This design comes from an exercise in tuning for small area, a short achievable clock period and few clock cycles per item on the open sky130 flow, not from production work. RTL that was checked went through simulation tests only; none was proved equivalent to the original.

==> run Y: inputs <==
==> flow/design.v (excerpt) <==
module range_gen_2d (
  input  logic         clk,
  input  logic         reset,
  input  logic         start,
  input  logic [W-1:0] x_tag,
  input  logic [W-1:0] y_tag,
  input  logic [W-1:0] x0,
  input  logic [W-1:0] x1,
  input  logic [W-1:0] x2,
  input  logic [W-1:0] x3,
  input  logic [W-1:0] y0,
  input  logic [W-1:0] y1,
  input  logic [W-1:0] y2,
  input  logic [W-1:0] y3,
  output logic         busy,
  output logic         done,
  output logic [W-1:0] r0,
  output logic [W-1:0] r1,
  output logic [W-1:0] r2,
  output logic [W-1:0] r3,
  output logic [3:0]   ovf
);
Settings: LEC_CHECK=0, CAP_MARGIN=20, CORE_MARGIN=2, CORE_UTILIZATION=40, SLEW_MARGIN=20; clock period 13.0 ns.
standard.sh (not shown) runs the stock make flow with config.mk's settings and CLKGATE_MAP_FILE= SYNTH_SCRIPT=/design/flow/synth_recipe.tcl, a recipe that flattens the netlist after the stock synthesis.
==> flow/flow/run.sh <==
#!/bin/bash
# The standard layout (standard.sh) with changes to how it is made only:
#  - the port buffers that buffer_ports inserts are plain buf_2 cells.
# Constraints, period and every other setting are the standard flow's own. make's full
# output goes to standard.log here; ORFS's per-step logs stay under orfs/logs.
set -euo pipefail
bash standard.sh SETUP_SLACK_MARGIN=9.5 TNS_END_PERCENT=0 \
  "BUFFER_PORTS_ARGS=-buffer_cell sky130_fd_sc_hd__buf_2" \
  finish > standard.log 2>&1
==> run P (differences from run Y) <==
--- a/flow/design.v
+++ b/flow/design.v
@@ -1506,44 +1506,34 @@
   output logic [W-1:0] r0,
   output logic [W-1:0] r1,
   output logic [W-1:0] r2,
   output logic [W-1:0] r3,
   output logic [3:0]   ovf
 );
-  localparam int NIT = ROOT_W - 3;    
-  logic         idle_q;             
+  localparam logic [4:0] LAST = 5'd19;
   logic         busy_q, done_q, fin_q;
-  logic [2:0]   c_q;                
+  logic [4:0]   c_q;
   logic [3:0]   sel_q;              
-  logic [3:0]   ld_q;               
-  logic [3:0][3:0] n_q;             
-  logic         busy_d, fin_d;
-  logic [2:0]   c_d;
-  logic [3:0][3:0] n_d;
+  logic [3:0]   ld_q, act_q;        
+  logic         busy_d;
+  logic [4:0]   c_d;
   logic [W-1:0] tx_q, ty_q;
   logic [3:0][2*W-1:0] a_q;         
   logic [W-1:0] dx_q, dy_q;
   logic [SQ_W-1:0] ra_q, rb_q;
-  logic [1:0]   z_q;                
   logic [3:0][REM_W-1:0]  rem_q;
   logic [3:0][ROOT_W-1:0] root_q;
   logic [3:0][W-1:0] r_q;
   logic [3:0]   ovf_q;
   logic [3:0][2*W-1:0] a_in;
   logic [2*W-1:0] a_sel;
   logic [W:0]   dxp, dxn, dyp, dyn;
   logic [W-1:0] dx, dy;
   logic [SQ_W-1:0] ra, rb, sq;
-  logic [1:0]   z;
-  logic [2:0][3:0] pre_rem;
-  logic [2:0][2:0] pre_root;
-  logic [3:0]   rem0;
-  logic [2:0]   root0;
-  logic [2*W-1:0] rad0;
-  logic [3:0]   act;
-  logic         last3;
+  logic [REM_W-1:0]  rem1, rem2;
+  logic [ROOT_W-1:0] root1, root2;
   logic [3:0][REM_W-1:0]  rem_n;
   logic [3:0][ROOT_W-1:0] root_n;
   assign a_in[0] = {x0, y0};
   assign a_in[1] = {x1, y1};
   assign a_in[2] = {x2, y2};
   assign a_in[3] = {x3, y3};
@@ -1562,148 +1552,103 @@
   sq_tree u_sq (
     .x  (dx_q),
     .y  (dy_q),
     .ra (ra),
     .rb (rb)
   );
-  always_comb begin
-    if (|{dx_q[W-1:W-2], dy_q[W-1:W-2]}) begin
-      z = 2'd0;
-    end else if (|{dx_q[W-3:W-4], dy_q[W-3:W-4]}) begin
-      z = 2'd1;
-    end else begin
-      z = 2'd2;
-    end
-  end
   assign sq = ra_q + rb_q;
+  isqrt_seq u_step1 (
+    .rem    ('0),
+    .root   ({{(ROOT_W-1){1'b0}}, sq[SQ_W-1]}),
+    .pair   (sq[31:30]),
+    .rem_n  (rem1),
+    .root_n (root1)
+  );
+  isqrt_seq u_step2 (
+    .rem    ({{(REM_W-2){1'b0}}, rem1[1:0]}),
+    .root   ({{(ROOT_W-2){1'b0}}, root1[1:0]}),
+    .pair   (sq[29:28]),
+    .rem_n  (rem2),
+    .root_n (root2)
+  );
   genvar k;
   generate
-    for (k = 0; k < 3; k++) begin : g_pre
-      logic [REM_W-1:0]  rem1, rem2;
-      logic [ROOT_W-1:0] root1, root2;
-      isqrt_seq u_step1 (
-        .rem    ('0),
-        .root   ({{(ROOT_W-1){1'b0}}, sq[SQ_W-1-4*k]}),
-        .pair   (sq[31-4*k:30-4*k]),
-        .rem_n  (rem1),
-        .root_n (root1)
-      );
-      isqrt_seq u_step2 (
-        .rem    ({{(REM_W-2){1'b0}}, rem1[1:0]}),
-        .root   ({{(ROOT_W-2){1'b0}}, root1[1:0]}),
-        .pair   (sq[29-4*k:28-4*k]),
-        .rem_n  (rem2),
-        .root_n (root2)
-      );
-      assign pre_rem[k]  = rem2[3:0];
-      assign pre_root[k] = root2[2:0];
-    end
-  endgenerate
-  always_comb begin
-    unique case (z_q)
-      2'd1:    begin rem0 = pre_rem[1]; root0 = pre_root[1]; rad0 = {sq[2*W-9:0], 8'd0}; end
-      2'd2:    begin rem0 = pre_rem[2]; root0 = pre_root[2]; rad0 = {sq[2*W-13:0], 12'd0}; end
-      default: begin rem0 = pre_rem[0]; root0 = pre_root[0]; rad0 = {sq[2*W-5:0], 4'd0}; end
-    endcase
-  end
-  assign last3 = (n_q[3] == 4'd1);
-  generate
     for (k = 0; k < 4; k++) begin : g_eng
-      assign act[k]  = |n_q[k];
       isqrt_seq u_step (
         .rem    (rem_q[k]),
         .root   (root_q[k]),
         .pair   (a_q[k][2*W-1 -: 2]),
         .rem_n  (rem_n[k]),
         .root_n (root_n[k])
       );
     end
   endgenerate
   always_ff @(posedge clk) begin
-    if (idle_q) begin
+    if (!busy_q) begin
       tx_q <= x_tag;
       ty_q <= y_tag;
     end
     dx_q <= dx;
     dy_q <= dy;
     ra_q <= ra;
     rb_q <= rb;
-    z_q  <= z;
     for (int i = 0; i < 4; i++) begin
-      if (idle_q) begin
+      if (!busy_q) begin
         a_q[i] <= a_in[i];
       end else if (ld_q[i]) begin
-        a_q[i] <= rad0;
-      end else if (act[i]) begin
+        a_q[i] <= {sq[2*W-5:0], 4'b0000};
+      end else if (act_q[i]) begin
         a_q[i] <= {a_q[i][2*W-3:0], 2'b00};
       end
       if (ld_q[i]) begin
-        rem_q[i]  <= {{(REM_W-4){1'b0}}, rem0};
-        root_q[i] <= {{(ROOT_W-3){1'b0}}, root0};
-      end else if (act[i]) begin
+        rem_q[i]  <= {{(REM_W-4){1'b0}}, rem2[3:0]};
+        root_q[i] <= {{(ROOT_W-3){1'b0}}, root2[2:0]};
+      end else if (act_q[i]) begin
         rem_q[i]  <= rem_n[i];
         root_q[i] <= root_n[i];
       end
     end
   end
   always_comb begin
-    busy_d = !idle_q;
-    c_d    = (c_q == 3'd7) ? c_q : c_q + 3'd1;
-    if (idle_q) begin
+    busy_d = busy_q;
+    c_d    = c_q + 5'd1;
+    if (!busy_q) begin
       busy_d = start;
       c_d    = '0;
     end else if (fin_q) begin
       busy_d = 1'b0;
     end
-    fin_d = busy_d && !fin_q && (c_d >= 3'd6);
-    for (int i = 0; i < 4; i++) begin
-      if (ld_q[i]) begin
-        n_d[i] = 4'(NIT) - {1'b0, z_q, 1'b0};
-      end else if (act[i]) begin
-        n_d[i] = n_q[i] - 4'd1;
-      end else begin
-        n_d[i] = n_q[i];
-      end
-      if (n_d[i] > ((i == 3) ? 4'd1 : 4'd0)) fin_d = 1'b0;
-    end
   end
   always_ff @(posedge clk or negedge reset) begin
     if (!reset) begin
-      idle_q <= 1'b1;
       busy_q <= 1'b0;
       done_q <= 1'b0;
       fin_q  <= 1'b0;
       c_q    <= '0;
       sel_q  <= '0;
       ld_q   <= '0;
-      n_q    <= '0;
+      act_q  <= '0;
       r_q    <= '0;
       ovf_q  <= '0;
     end else begin
-      idle_q <= !busy_d;
       busy_q <= busy_d;
       c_q    <= c_d;
       done_q <= fin_q;
-      fin_q  <= fin_d;
-      sel_q  <= idle_q ? 4'b0001 : {sel_q[2:0], 1'b0};
+      fin_q  <= busy_d && (c_d == LAST);
+      sel_q  <= (!busy_q) ? 4'b0001 : {sel_q[2:0], 1'b0};
       for (int i = 0; i < 4; i++) begin
-        ld_q[i] <= busy_d && (c_d == 3'(i + 2));
+        ld_q[i]  <= busy_d && (c_d == 5'(i + 2));
+        act_q[i] <= busy_d && (c_d >= 5'(i + 3)) && (c_d <= 5'(i + 16));
       end
-      n_q    <= n_d;
       if (fin_q) begin
         for (int i = 0; i < 3; i++) begin
           r_q[i]   <= root_q[i][ROOT_W-1] ? SAT_MAX : root_q[i][W-1:0];
           ovf_q[i] <= root_q[i][ROOT_W-1];
         end
-        if (last3) begin
-          r_q[3]   <= root_n[3][ROOT_W-1] ? SAT_MAX : root_n[3][W-1:0];
-          ovf_q[3] <= root_n[3][ROOT_W-1];
-        end else begin
-          r_q[3]   <= root_q[3][ROOT_W-1] ? SAT_MAX : root_q[3][W-1:0];
-          ovf_q[3] <= root_q[3][ROOT_W-1];
-        end
+        r_q[3]   <= root_n[3][ROOT_W-1] ? SAT_MAX : root_n[3][W-1:0];
+        ovf_q[3] <= root_n[3][ROOT_W-1];
       end
     end
   end
   assign busy = busy_q;
   assign done = done_q;
   assign r0   = r_q[0];
==> flow/flow/run.sh (replaced) <==
#!/bin/bash
set -euo pipefail
bash standard.sh SETUP_SLACK_MARGIN=9.5 \
  "BUFFER_PORTS_ARGS=-buffer_cell sky130_fd_sc_hd__buf_2" \
  finish > standard.log 2>&1
==> run D (differences from run Y) <==
--- a/flow/design.v
+++ b/flow/design.v
@@ -1483,12 +1483,45 @@
   assign rb[30] = s451;
   assign ra[31] = c452;
   assign rb[31] = c394;
   assign ra[32] = 1'b0;
   assign rb[32] = 1'b0;
 endmodule
+module absdiff (
+  input  logic [15:0] t,
+  input  logic [15:0] a,
+  output logic [15:0] d
+);
+  logic [4:0][15:0] gl, pl;    
+  logic [15:0] g, p, c, s;
+  logic        cout;
+  assign g = t & ~a;
+  assign p = ~(t ^ a);
+  assign gl[0] = g;
+  assign pl[0] = p;
+  genvar l, i;
+  generate
+    for (l = 0; l < 4; l++) begin : g_lvl
+      for (i = 0; i < 16; i++) begin : g_bit
+        if (((i >> l) & 1) == 1) begin : g_join
+          localparam int J = ((i >> l) << l) - 1;
+          assign gl[l+1][i] = gl[l][i] | (pl[l][i] & gl[l][J]);
+          assign pl[l+1][i] = pl[l][i] & pl[l][J];
+        end else begin : g_pass
+          assign gl[l+1][i] = gl[l][i];
+          assign pl[l+1][i] = pl[l][i];
+        end
+      end
+    end
+  endgenerate
+  assign cout = gl[4][15];
+  assign c[0] = cout;
+  assign c[15:1] = gl[4][14:0] | (pl[4][14:0] & {15{cout}});
+  assign s = p ^ c;
+  assign d = s ^ {16{~cout}};
+endmodule
 import range_gen_pkg::*;
 module range_gen_2d (
   input  logic         clk,
   input  logic         reset,
   input  logic         start,
   input  logic [W-1:0] x_tag,
@@ -1521,47 +1554,47 @@
   logic [3:0][3:0] n_d;
   logic [W-1:0] tx_q, ty_q;
   logic [3:0][2*W-1:0] a_q;         
   logic [W-1:0] dx_q, dy_q;
   logic [SQ_W-1:0] ra_q, rb_q;
   logic [1:0]   z_q;                
+  logic [3:0]   prem_q;             
+  logic [2:0]   proot_q;            
+  logic [3:0]   first_q;            
   logic [3:0][REM_W-1:0]  rem_q;
   logic [3:0][ROOT_W-1:0] root_q;
   logic [3:0][W-1:0] r_q;
   logic [3:0]   ovf_q;
   logic [3:0][2*W-1:0] a_in;
   logic [2*W-1:0] a_sel;
-  logic [W:0]   dxp, dxn, dyp, dyn;
   logic [W-1:0] dx, dy;
   logic [SQ_W-1:0] ra, rb, sq;
   logic [1:0]   z;
   logic [2:0][3:0] pre_rem;
   logic [2:0][2:0] pre_root;
   logic [3:0]   rem0;
   logic [2:0]   root0;
   logic [2*W-1:0] rad0;
   logic [3:0]   act;
   logic         last3;
   logic [3:0][REM_W-1:0]  rem_n;
   logic [3:0][ROOT_W-1:0] root_n;
+  logic [3:0][REM_W-1:0]  rem_i;
+  logic [3:0][ROOT_W-1:0] root_i;
   assign a_in[0] = {x0, y0};
   assign a_in[1] = {x1, y1};
   assign a_in[2] = {x2, y2};
   assign a_in[3] = {x3, y3};
   always_comb begin
     a_sel = '0;
     for (int i = 0; i < 4; i++) begin
       a_sel = a_sel | (a_q[i] & {(2*W){sel_q[i]}});
     end
-    dxp = {1'b0, tx_q} - {1'b0, a_sel[2*W-1:W]};
-    dxn = {1'b0, a_sel[2*W-1:W]} - {1'b0, tx_q};
-    dyp = {1'b0, ty_q} - {1'b0, a_sel[W-1:0]};
-    dyn = {1'b0, a_sel[W-1:0]} - {1'b0, ty_q};
-    dx  = dxp[W] ? dxn[W-1:0] : dxp[W-1:0];
-    dy  = dyp[W] ? dyn[W-1:0] : dyp[W-1:0];
   end
+  absdiff u_adx (.t(tx_q), .a(a_sel[2*W-1:W]), .d(dx));
+  absdiff u_ady (.t(ty_q), .a(a_sel[W-1:0]),   .d(dy));
   sq_tree u_sq (
     .x  (dx_q),
     .y  (dy_q),
     .ra (ra),
     .rb (rb)
   );
@@ -1606,15 +1639,17 @@
     endcase
   end
   assign last3 = (n_q[3] == 4'd1);
   generate
     for (k = 0; k < 4; k++) begin : g_eng
       assign act[k]  = |n_q[k];
+      assign rem_i[k]  = rem_q[k]  | {{(REM_W-4){1'b0}},  prem_q  & {4{first_q[k]}}};
+      assign root_i[k] = root_q[k] | {{(ROOT_W-3){1'b0}}, proot_q & {3{first_q[k]}}};
       isqrt_seq u_step (
-        .rem    (rem_q[k]),
-        .root   (root_q[k]),
+        .rem    (rem_i[k]),
+        .root   (root_i[k]),
         .pair   (a_q[k][2*W-1 -: 2]),
         .rem_n  (rem_n[k]),
         .root_n (root_n[k])
       );
     end
   endgenerate
@@ -1625,23 +1660,25 @@
     end
     dx_q <= dx;
     dy_q <= dy;
     ra_q <= ra;
     rb_q <= rb;
     z_q  <= z;
+    prem_q  <= rem0;
+    proot_q <= root0;
     for (int i = 0; i < 4; i++) begin
       if (idle_q) begin
         a_q[i] <= a_in[i];
       end else if (ld_q[i]) begin
         a_q[i] <= rad0;
       end else if (act[i]) begin
         a_q[i] <= {a_q[i][2*W-3:0], 2'b00};
       end
       if (ld_q[i]) begin
-        rem_q[i]  <= {{(REM_W-4){1'b0}}, rem0};
-        root_q[i] <= {{(ROOT_W-3){1'b0}}, root0};
+        rem_q[i]  <= '0;
+        root_q[i] <= '0;
       end else if (act[i]) begin
         rem_q[i]  <= rem_n[i];
         root_q[i] <= root_n[i];
       end
     end
   end
@@ -1672,12 +1709,13 @@
       busy_q <= 1'b0;
       done_q <= 1'b0;
       fin_q  <= 1'b0;
       c_q    <= '0;
       sel_q  <= '0;
       ld_q   <= '0;
+      first_q <= '0;
       n_q    <= '0;
       r_q    <= '0;
       ovf_q  <= '0;
     end else begin
       idle_q <= !busy_d;
       busy_q <= busy_d;
@@ -1686,12 +1724,13 @@
       fin_q  <= fin_d;
       sel_q  <= idle_q ? 4'b0001 : {sel_q[2:0], 1'b0};
       for (int i = 0; i < 4; i++) begin
         ld_q[i] <= busy_d && (c_d == 3'(i + 2));
       end
       n_q    <= n_d;
+      first_q <= ld_q;
       if (fin_q) begin
         for (int i = 0; i < 3; i++) begin
           r_q[i]   <= root_q[i][ROOT_W-1] ? SAT_MAX : root_q[i][W-1:0];
           ovf_q[i] <= root_q[i][ROOT_W-1];
         end
         if (last3) begin
==> flow/flow/run.sh (replaced) <==
#!/bin/bash
# The standard layout (standard.sh) with changes to how it is made only:
#  - the port buffers that buffer_ports inserts are plain buf_1 cells;
#  - clock tree synthesis builds the tree from clkbuf_4/clkbuf_8 cells and
#    adds no dummy loads (ORFS's own CTS arguments otherwise).
# Constraints, period and every other setting are the standard flow's own. make's full
# output goes to standard.log here; ORFS's per-step logs stay under orfs/logs.
set -euo pipefail
bash standard.sh SETUP_SLACK_MARGIN=9.5 TNS_END_PERCENT=0 \
  "BUFFER_PORTS_ARGS=-buffer_cell sky130_fd_sc_hd__buf_1" \
  "CTS_ARGS=-sink_clustering_enable -repair_clock_nets -dont_use_dummy_load -buf_list {sky130_fd_sc_hd__clkbuf_4 sky130_fd_sc_hd__clkbuf_8}" \
  finish > standard.log 2>&1
--- a/flow/config.mk
+++ b/flow/config.mk
@@ -5,7 +5,8 @@
 export SDC_FILE = /design/flow/constraint.sdc
 export NUM_CORES = 4
 export LEC_CHECK = 0
 export CAP_MARGIN = 20
 export CORE_MARGIN = 2
 export CORE_UTILIZATION = 40
+export PLACE_DENSITY = 0.7
 export SLEW_MARGIN = 20
==> run C (differences from run Y) <==
--- a/flow/design.v
+++ b/flow/design.v
@@ -1536,14 +1536,13 @@
   logic [1:0]   z;
   logic [2:0][3:0] pre_rem;
   logic [2:0][2:0] pre_root;
   logic [3:0]   rem0;
   logic [2:0]   root0;
   logic [2*W-1:0] rad0;
-  logic [3:0]   act;
-  logic         last3;
+  logic [3:0]   act, last;
   logic [3:0][REM_W-1:0]  rem_n;
   logic [3:0][ROOT_W-1:0] root_n;
   assign a_in[0] = {x0, y0};
   assign a_in[1] = {x1, y1};
   assign a_in[2] = {x2, y2};
   assign a_in[3] = {x3, y3};
@@ -1602,16 +1601,16 @@
     unique case (z_q)
       2'd1:    begin rem0 = pre_rem[1]; root0 = pre_root[1]; rad0 = {sq[2*W-9:0], 8'd0}; end
       2'd2:    begin rem0 = pre_rem[2]; root0 = pre_root[2]; rad0 = {sq[2*W-13:0], 12'd0}; end
       default: begin rem0 = pre_rem[0]; root0 = pre_root[0]; rad0 = {sq[2*W-5:0], 4'd0}; end
     endcase
   end
-  assign last3 = (n_q[3] == 4'd1);
   generate
     for (k = 0; k < 4; k++) begin : g_eng
       assign act[k]  = |n_q[k];
+      assign last[k] = (n_q[k] == 4'd1);
       isqrt_seq u_step (
         .rem    (rem_q[k]),
         .root   (root_q[k]),
         .pair   (a_q[k][2*W-1 -: 2]),
         .rem_n  (rem_n[k]),
         .root_n (root_n[k])
@@ -1660,13 +1659,13 @@
         n_d[i] = 4'(NIT) - {1'b0, z_q, 1'b0};
       end else if (act[i]) begin
         n_d[i] = n_q[i] - 4'd1;
       end else begin
         n_d[i] = n_q[i];
       end
-      if (n_d[i] > ((i == 3) ? 4'd1 : 4'd0)) fin_d = 1'b0;
+      if (n_d[i] > 4'd1) fin_d = 1'b0;
     end
   end
   always_ff @(posedge clk or negedge reset) begin
     if (!reset) begin
       idle_q <= 1'b1;
       busy_q <= 1'b0;
@@ -1687,22 +1686,20 @@
       sel_q  <= idle_q ? 4'b0001 : {sel_q[2:0], 1'b0};
       for (int i = 0; i < 4; i++) begin
         ld_q[i] <= busy_d && (c_d == 3'(i + 2));
       end
       n_q    <= n_d;
       if (fin_q) begin
-        for (int i = 0; i < 3; i++) begin
-          r_q[i]   <= root_q[i][ROOT_W-1] ? SAT_MAX : root_q[i][W-1:0];
-          ovf_q[i] <= root_q[i][ROOT_W-1];
-        end
-        if (last3) begin
-          r_q[3]   <= root_n[3][ROOT_W-1] ? SAT_MAX : root_n[3][W-1:0];
-          ovf_q[3] <= root_n[3][ROOT_W-1];
-        end else begin
-          r_q[3]   <= root_q[3][ROOT_W-1] ? SAT_MAX : root_q[3][W-1:0];
-          ovf_q[3] <= root_q[3][ROOT_W-1];
+        for (int i = 0; i < 4; i++) begin
+          if (last[i]) begin
+            r_q[i]   <= root_n[i][ROOT_W-1] ? SAT_MAX : root_n[i][W-1:0];
+            ovf_q[i] <= root_n[i][ROOT_W-1];
+          end else begin
+            r_q[i]   <= root_q[i][ROOT_W-1] ? SAT_MAX : root_q[i][W-1:0];
+            ovf_q[i] <= root_q[i][ROOT_W-1];
+          end
         end
       end
     end
   end
   assign busy = busy_q;
   assign done = done_q;
==> parameters.txt <==
Parameter                              Value

Critical path
  Crit path buffers/inverters ... 1

Placement
  Placer congestion estimate ... 0.895

Yosys
  Synthesized area ... 0.0338 sq mm
  Cell type with the largest total area after synthesis ... sky130_fd_sc_hd__edfxtp_1

Floorplan
  Core Rows ... 106

Final layout
  Inverters, non-clock ... 392

Run status
  Run status ... timing/DRC/antenna clean

Detailed routing
  Post-detailed-route wirelength per cell ... 19.9 um
  Met1 Wirelength ... 43900 um
  Detail-routed via count per cell ... 5.33

Clocking
  Buffer cell driving the clock tree root ... sky130_fd_sc_hd__clkbuf_16
Source of the figures above: run P

==> parameters.txt <==
Parameter                              Value

GRT
  Number of global-route vias before repair ... 29000

Clocking
  Buffer cell driving the clock tree root ... sky130_fd_sc_hd__clkbuf_16

Detailed routing
  Detail-routed via count per cell ... 5.47
  Iteration count of the initial detailed-routing pass ... 6
  Post-detailed-route wirelength per cell ... 19.9 um

Yosys
  Arithmetic-cell share of the synthesized area counting full adders, half adders and majority gates ... 0.184

Final layout
  Inverters, non-clock ... 434

Critical path
  Crit path buffers/inverters ... 2

Placement
  Placer congestion estimate ... 0.912

Run status
  Run status ... timing/DRC/antenna clean
Source of the figures above: run Y

==> parameters.txt <==
Parameter                              Value

Run status
  Run status ... timing/DRC/antenna clean

Detailed routing
  Met1 Wirelength ... 48300 um
  Post-detailed-route wirelength per cell ... 20.2 um

Critical path
  Crit path buffers/inverters ... 1

Floorplan
  Core Rows ... 109

Placement
  Placer congestion estimate ... 0.925

Yosys
  Cell type with the largest total area after synthesis ... sky130_fd_sc_hd__edfxtp_1
  Synthesized area ... 0.0359 sq mm
Source of the figures above: run C

==> parameters.txt <==
Parameter                              Value

Detailed routing
  Detail-routed via count per cell ... 5.46
  Vias after detailed routing ... 27500
  Post-detailed-route wirelength per cell ... 19.6 um

Floorplan
  Core Rows ... 107

Placement
  Placer congestion estimate ... 0.935

Critical path
  Crit path buffers/inverters ... 1

Yosys
  Cell type with the largest total area after synthesis ... sky130_fd_sc_hd__dfxtp_1

Final layout
  Number of flip-flops in the largest register ... 128
  # fillers ... 8198
  Final layout net count ... 4428

Clocking
  Buffer cell driving the clock tree root ... sky130_fd_sc_hd__clkbuf_8

Run status
  Run status ... timing/DRC/antenna clean
Source of the figures above: run D

Testbench counts of run P, summed over its fixed seeds: cycles 10,752, items 512.
Testbench counts of run D, summed over its fixed seeds: cycles 9,777, items 512.
Function not checked in run Y and run C: the RTL went through the layout flow alone.

-- what the ideal ports hide --
The results above use ideal ports. As a check the final layouts listed here were re-extracted and re-timed, cells and wires unchanged. Step 1 (the two cells are an assumption about what drives the block):
set clk [get_ports {clk}]
set_driving_cell -lib_cell sky130_fd_sc_hd__clkbuf_16 $clk
set_driving_cell -lib_cell sky130_fd_sc_hd__buf_2 [delete_from_list [all_inputs] $clk]
Step 2 adds t to the input delays and takes it off the output delays; t is the mean of the earliest and latest rising clock arrival at the registers after step 1. Input paths then give back, and output paths get back, about the clock's delay inside the block. Three values: no drivers, after step 1, after step 2; two values: the first two.
run	shift t [ns]	slack for setup (ns)	worst setup path after step 2	clock arrival spread, ns	slew at the worst register clock pin (ns)
run Y	0.712	9.005 / 9.005 / 9.005	register to register	0.042 / 0.043	0.07 / 0.07
run P	0.692	9.115 / 9.052 / 9.162	register to register	0.077 / 0.077	0.07 / 0.07
run D	0.737	9.144 / 9.081 / 9.077	input, reset recovery	0.081 / 0.082	0.06 / 0.06
run C	0.696	9.038 / 9.038 / 9.038	register to register	0.022 / 0.022	0.06 / 0.06
After both steps setup and hold are still met in every run listed. For run D, which loses most, drivers alone change the setup slack by -0.063 ns; drivers and shift together by -0.067 ns. Setup slack includes reset recovery checks.
